Background: an optimization exercise with open tools, aiming at small area. Do not read the settings as production practice.
Only simulation tests tie the RTL to the original design; equivalence was not proved.
No activity file was given, so power comes from the tool's default toggle rates.

==> onyx: inputs <==
==> flow/design.v <==
`default_nettype none
package pa_pipe_pkg;
    localparam int DATA_W = 32;
    localparam int ADDR_W = 5;
    typedef logic [ADDR_W-1:0] reg_idx_t;
    typedef logic [DATA_W-1:0] word_t;
    localparam reg_idx_t REG_ZERO = '0;
endpackage
`default_nettype wire
`default_nettype none
module pa_regfile_array #(
    parameter int DATA_W = 32,
    parameter int ADDR_W = 5,
    parameter int NREGS  = 32
) (
    input  logic              clk,
    input  logic              rst_n,
    input  logic              we,
    input  logic [ADDR_W-1:0] waddr,
    input  logic [DATA_W-1:0] wdata,
    input  logic [ADDR_W-1:0] raddr_a,
    input  logic [ADDR_W-1:0] raddr_b,
    output logic [DATA_W-1:0] rdata_a,
    output logic [DATA_W-1:0] rdata_b
);
    logic [DATA_W-1:0] r_regs [NREGS];
    always_ff @(posedge clk or negedge rst_n) begin
        if (!rst_n) begin
            for (int i = 0; i < NREGS; i++) begin
                r_regs[i] <= '0;
            end
        end else if (we && (waddr != pa_pipe_pkg::REG_ZERO)) begin
            r_regs[waddr] <= wdata;
        end
    end
    always_comb begin
        rdata_a = r_regs[raddr_a];
        if (raddr_a == pa_pipe_pkg::REG_ZERO) begin
            rdata_a = '0;
        end else if (we && (waddr == raddr_a)) begin
            rdata_a = wdata;
        end
    end
    always_comb begin
        rdata_b = r_regs[raddr_b];
        if (raddr_b == pa_pipe_pkg::REG_ZERO) begin
            rdata_b = '0;
        end else if (we && (waddr == raddr_b)) begin
            rdata_b = wdata;
        end
    end
endmodule
`default_nettype wire
`default_nettype none
module pa_rf_scoreboard #(
    parameter int DATA_W = 32,
    parameter int ADDR_W = 5,
    parameter int NREGS  = 32
) (
    input  logic              clk,
    input  logic              rst_n,
    input  logic              issue_valid,
    output logic              issue_ready,
    input  logic [ADDR_W-1:0] issue_rs,
    input  logic [ADDR_W-1:0] issue_rt,
    input  logic [ADDR_W-1:0] issue_rd,
    input  logic              issue_wen,
    output logic              op_valid,
    output logic [DATA_W-1:0] rs_data,
    output logic [DATA_W-1:0] rt_data,
    output logic [ADDR_W-1:0] op_rd,
    input  logic              wb_valid,
    input  logic [ADDR_W-1:0] wb_rd,
    input  logic [DATA_W-1:0] wb_data,
    output logic [ADDR_W:0]   pending_cnt,
    output logic              wb_err
);
    localparam logic [NREGS-1:0] c_one = {{(NREGS-1){1'b0}}, 1'b1};
    logic [NREGS-1:0]  r_busy;
    logic [NREGS-1:0]  w_wb_clr;
    logic [NREGS-1:0]  w_iss_set;
    logic [NREGS-1:0]  w_busy_eff;
    logic              w_wb_active;
    logic              w_accept;
    logic              w_set_en;
    logic              w_clr_busy;
    logic [DATA_W-1:0] w_rd_a;
    logic [DATA_W-1:0] w_rd_b;
    logic              r_op_valid;
    logic [DATA_W-1:0] r_rs_data;
    logic [DATA_W-1:0] r_rt_data;
    logic [ADDR_W-1:0] r_op_rd;
    logic [ADDR_W:0]   r_pending_cnt;
    logic              r_wb_err;
    pa_regfile_array #(
        .DATA_W (DATA_W),
        .ADDR_W (ADDR_W),
        .NREGS  (NREGS)
    ) u_regs (
        .clk     (clk),
        .rst_n   (rst_n),
        .we      (wb_valid),
        .waddr   (wb_rd),
        .wdata   (wb_data),
        .raddr_a (issue_rs),
        .raddr_b (issue_rt),
        .rdata_a (w_rd_a),
        .rdata_b (w_rd_b)
    );
    assign w_wb_active = wb_valid && (wb_rd != pa_pipe_pkg::REG_ZERO);
    assign w_wb_clr    = w_wb_active ? (c_one << wb_rd) : '0;
    assign w_busy_eff  = r_busy & ~w_wb_clr;
    assign issue_ready = ~w_busy_eff[issue_rs] & ~w_busy_eff[issue_rt]
                       & ~(issue_wen & w_busy_eff[issue_rd]);
    assign w_accept    = issue_valid & issue_ready;
    assign w_set_en    = w_accept & issue_wen & (issue_rd != pa_pipe_pkg::REG_ZERO);
    assign w_iss_set   = w_set_en ? (c_one << issue_rd) : '0;
    assign w_clr_busy  = w_wb_active & r_busy[wb_rd];
    always_ff @(posedge clk or negedge rst_n) begin
        if (!rst_n) begin
            r_busy        <= '0;
            r_pending_cnt <= '0;
            r_wb_err      <= 1'b0;
        end else begin
            r_busy <= (r_busy & ~w_wb_clr) | w_iss_set;
            case ({w_set_en, w_clr_busy})
                2'b10:   r_pending_cnt <= r_pending_cnt + (ADDR_W+1)'(1);
                2'b01:   r_pending_cnt <= r_pending_cnt - (ADDR_W+1)'(1);
                default: r_pending_cnt <= r_pending_cnt;
            endcase
            if (w_wb_active && !r_busy[wb_rd]) begin
                r_wb_err <= 1'b1;
            end
        end
    end
    always_ff @(posedge clk or negedge rst_n) begin
        if (!rst_n) begin
            r_op_valid <= 1'b0;
            r_rs_data  <= '0;
            r_rt_data  <= '0;
            r_op_rd    <= '0;
        end else begin
            r_op_valid <= w_accept;
            if (w_accept) begin
                r_rs_data <= w_rd_a;
                r_rt_data <= w_rd_b;
                r_op_rd   <= issue_rd;
            end
        end
    end
    assign op_valid    = r_op_valid;
    assign rs_data     = r_rs_data;
    assign rt_data     = r_rt_data;
    assign op_rd       = r_op_rd;
    assign pending_cnt = r_pending_cnt;
    assign wb_err      = r_wb_err;
endmodule
`default_nettype wire
==> flow/run.sh <==
#!/bin/bash
# synth_recipe.tcl (not shown) runs the flow's synth.tcl, then flattens the netlist and writes it again
# the make line also repeats each setting of config.mk as NAME=value (left out here)
make -C /OpenROAD-flow-scripts/flow DESIGN_CONFIG=/design/flow/config.mk WORK_HOME=/design/flow/orfs CLKGATE_MAP_FILE= SYNTH_SCRIPT=/design/flow/synth_recipe.tcl finish
==> flow/config.mk <==
export PLATFORM = sky130hd
export DESIGN_NAME = pa_rf_scoreboard
export DESIGN_NICKNAME = pa_rf_scoreboard
export VERILOG_FILES = /design/flow/design.v
export SDC_FILE = /design/flow/constraint.sdc
export NUM_CORES = 4
export LEC_CHECK = 0
export CAP_MARGIN = 20
export CORE_MARGIN = 2
export CORE_UTILIZATION = 40
export SLEW_MARGIN = 20
==> flow/constraint.sdc <==
create_clock -name core_clock -period 6.0 [get_ports {clk}]
set_input_delay 1.2000 -clock core_clock [delete_from_list [all_inputs] [get_ports {clk}]]
set_output_delay 1.2000 -clock core_clock [all_outputs]
set_load 0.01 [all_outputs]
==> maple: changes against onyx <==
==> flow/design.v, changed modules only <==
module pa_rf_aoi3 (
    input  logic [2:0] s,
    input  logic [2:0] d,
    output logic       y
);
    assign y = ~|(s & d);
endmodule
module pa_regfile_array #(
    parameter int NTERMS = 33
) (
    input  logic [NTERMS-1:0] sel,
    input  logic [NTERMS-1:0] data,
    output logic              y
);
    localparam int NG = NTERMS / 3;
    logic [NG-1:0] w_g_n;
    for (genvar g = 0; g < NG; g++) begin : g_grp
        pa_rf_aoi3 u_aoi (
            .s (sel[3*g +: 3]),
            .d (data[3*g +: 3]),
            .y (w_g_n[g])
        );
    end
    assign y = ~&w_g_n;
endmodule
module pa_rf_scoreboard #(
    parameter int DATA_W = 32,
    parameter int ADDR_W = 5,
    parameter int NREGS  = 32
) (
    input  logic              clk,
    input  logic              rst_n,
    input  logic              issue_valid,
    output logic              issue_ready,
    input  logic [ADDR_W-1:0] issue_rs,
    input  logic [ADDR_W-1:0] issue_rt,
    input  logic [ADDR_W-1:0] issue_rd,
    input  logic              issue_wen,
    output logic              op_valid,
    output logic [DATA_W-1:0] rs_data,
    output logic [DATA_W-1:0] rt_data,
    output logic [ADDR_W-1:0] op_rd,
    input  logic              wb_valid,
    input  logic [ADDR_W-1:0] wb_rd,
    input  logic [DATA_W-1:0] wb_data,
    output logic [ADDR_W:0]   pending_cnt,
    output logic              wb_err
);
    localparam int NTERMS = NREGS + 1;    
    logic [DATA_W-1:0] r_regs [NREGS];
    logic [NREGS-1:0]  r_valid;
    logic [NREGS-1:0]  r_busy;
    logic [NREGS-1:0]  w_wb_clr;
    logic [NREGS-1:0]  w_iss_set;
    logic [NREGS-1:0]  w_busy_eff;
    logic [NREGS-1:0]  w_dec_a, w_dec_b;
    logic [NTERMS-1:0] w_sel_a, w_sel_b;
    logic              w_wb_active;
    logic              w_accept;
    logic              w_set_en;
    logic              w_clr_busy;
    logic              w_byp_a, w_byp_b;
    logic [DATA_W-1:0] w_rd_a, w_rd_b;
    logic              r_op_valid;
    logic [DATA_W-1:0] r_rs_data;
    logic [DATA_W-1:0] r_rt_data;
    logic [ADDR_W-1:0] r_op_rd;
    logic [ADDR_W:0]   r_pending_cnt;
    logic              r_wb_err;
    assign w_wb_active = wb_valid && (wb_rd != '0);
    always_comb begin
        for (int i = 0; i < NREGS; i++) begin
            w_wb_clr[i] = w_wb_active && (wb_rd == ADDR_W'(i));
            w_dec_a[i]  = (issue_rs == ADDR_W'(i));
            w_dec_b[i]  = (issue_rt == ADDR_W'(i));
        end
    end
    assign w_busy_eff  = r_busy & ~w_wb_clr;
    assign issue_ready = ~w_busy_eff[issue_rs] & ~w_busy_eff[issue_rt]
                       & ~(issue_wen & w_busy_eff[issue_rd]);
    assign w_accept    = issue_valid & issue_ready;
    assign w_set_en    = w_accept & issue_wen & (issue_rd != '0);
    assign w_iss_set   = w_set_en ? (NREGS'(1) << issue_rd) : '0;
    assign w_clr_busy  = w_wb_active & r_busy[wb_rd];
    always_ff @(posedge clk or negedge rst_n) begin
        if (!rst_n) begin
            r_valid <= '0;
        end else begin
            r_valid <= r_valid | {w_wb_clr[NREGS-1:1], 1'b0};
        end
    end
    for (genvar i = 1; i < NREGS; i++) begin : g_word
        always_ff @(posedge clk) begin
            if (w_wb_clr[i]) begin
                r_regs[i] <= wb_data;
            end
        end
    end
    assign w_byp_a = w_wb_active && (wb_rd == issue_rs);
    assign w_byp_b = w_wb_active && (wb_rd == issue_rt);
    assign w_sel_a = {(w_accept && !w_byp_a) ? (w_dec_a[NREGS-1:1] & r_valid[NREGS-1:1]) : '0,
                      w_accept && w_byp_a, !w_accept};
    assign w_sel_b = {(w_accept && !w_byp_b) ? (w_dec_b[NREGS-1:1] & r_valid[NREGS-1:1]) : '0,
                      w_accept && w_byp_b, !w_accept};
    for (genvar j = 0; j < DATA_W; j++) begin : g_bit
        logic [NTERMS-1:0] w_col_a, w_col_b;
        assign w_col_a[1:0] = {wb_data[j], r_rs_data[j]};
        assign w_col_b[1:0] = {wb_data[j], r_rt_data[j]};
        for (genvar i = 1; i < NREGS; i++) begin : g_reg
            assign w_col_a[i+1] = r_regs[i][j];
            assign w_col_b[i+1] = r_regs[i][j];
        end
        pa_regfile_array #(.NTERMS(NTERMS)) u_rd_a (.sel(w_sel_a), .data(w_col_a), .y(w_rd_a[j]));
        pa_regfile_array #(.NTERMS(NTERMS)) u_rd_b (.sel(w_sel_b), .data(w_col_b), .y(w_rd_b[j]));
    end
    always_ff @(posedge clk or negedge rst_n) begin
        if (!rst_n) begin
            r_busy        <= '0;
            r_pending_cnt <= '0;
            r_wb_err      <= 1'b0;
        end else begin
            r_busy <= (r_busy & ~w_wb_clr) | w_iss_set;
            case ({w_set_en, w_clr_busy})
                2'b10:   r_pending_cnt <= r_pending_cnt + (ADDR_W+1)'(1);
                2'b01:   r_pending_cnt <= r_pending_cnt - (ADDR_W+1)'(1);
                default: r_pending_cnt <= r_pending_cnt;
            endcase
            if (w_wb_active && !r_busy[wb_rd]) begin
                r_wb_err <= 1'b1;
            end
        end
    end
    always_ff @(posedge clk or negedge rst_n) begin
        if (!rst_n) begin
            r_op_valid <= 1'b0;
            r_rs_data  <= '0;
            r_rt_data  <= '0;
            r_op_rd    <= '0;
        end else begin
            r_op_valid <= w_accept;
            r_rs_data  <= w_rd_a;
            r_rt_data  <= w_rd_b;
            if (w_accept) begin
                r_op_rd <= issue_rd;
            end
        end
    end
    assign op_valid    = r_op_valid;
    assign rs_data     = r_rs_data;
    assign rt_data     = r_rt_data;
    assign op_rd       = r_op_rd;
    assign pending_cnt = r_pending_cnt;
    assign wb_err      = r_wb_err;
endmodule
CORE_UTILIZATION = 60   (was 40)
SYNTH_HIERARCHICAL = 1   (was unset)
SYNTH_MINIMUM_KEEP_SIZE = 0   (was unset)
==> summary.txt <==
Status: onyx no timing/DRC/antenna violations; maple no timing/DRC/antenna violations
Detailed-route wire length per cell: onyx 41.2 um; maple 40.8 um
Final-layout worst hold slack: onyx 0.462 ns; maple 0.442 ns
Worst slack, placed: onyx -0.0529 ns; maple -0.329 ns
Power Dens Cells: onyx 339 nW/um2; maple 319 nW/um2
Nonclk inv count: onyx 19; maple 23
Net switching power figure: onyx 0.00648 W; maple 0.00447 W
Fraction of layout instances using a drive strength above 1: onyx 35.5%; maple 24.3%
Post-synth top area share: onyx 49.7%; maple 65.0%
Xor/xnor share of the synthesized area: onyx 0.284%; maple 0.382%
Die height: onyx 376 um; maple 280 um
Part of the power in registers: onyx 47.3%; maple 50.3%
Setup skew after layout: onyx 0.0292 ns; maple 0.0391 ns
Overall power of the completed layout: onyx 0.0220 W; maple 0.0184 W
Initial drt markers: onyx 10400; maple 10400
Timing startpoint of the critical path: onyx wb_rd[3]; maple wb_rd[0]
Synthesized instance count: onyx 4689; maple 2731
Register share of the cell area: onyx 42.5%; maple 57.7%
Largest stage delay on the critical path: onyx 0.64 ns; maple 0.54 ns
Post-synth top area cell: onyx sky130_fd_sc_hd__dfrtp_1; maple sky130_fd_sc_hd__edfxtp_1
P_int: onyx 0.0155 W; maple 0.0140 W
Share of synthesized area spent on multiplexers: onyx 22.9%; maple 1.11%
Tapcell count: onyx 1794; maple 978
Core utilization of the finished layout: onyx 47.1%; maple 76.2%
Met3 usage in global routing: onyx 15.5%; maple 18.1%
Combined buffer and inverter count along the critical path: onyx 5; maple 4
Worst reg-to-reg path cell count: onyx 16; maple 15

re-timing with driven ports:
The flow's constraints put no driver on any port. The routed layouts listed below were extracted and timed again, unchanged, in two steps. Step 1: set_driving_cell puts a clkbuf_16 on clk and a buf_2 on each other input, an assumption about the parent block. Step 2 also shifts input and output timing later by t, the mid clock arrival at the registers, as if the neighbouring blocks saw the same clock. Three values: ideal, step 1, step 2; two values: the first two.
| run | shift t [ns] | setup slack, ns | worst setup path after step 2 |
|---|---|---|---|
| onyx | 0.856 | 0.218 / 0.189 / -0.007 | input to register |
| maple | 0.748 | 0.087 / 0.058 / -0.593 | input to register |
Met with ideal ports but missed after step 2: setup timing in onyx and maple. The setup slack of maple, which loses most, moves by -0.029 ns with the drivers and by -0.680 ns with both steps.
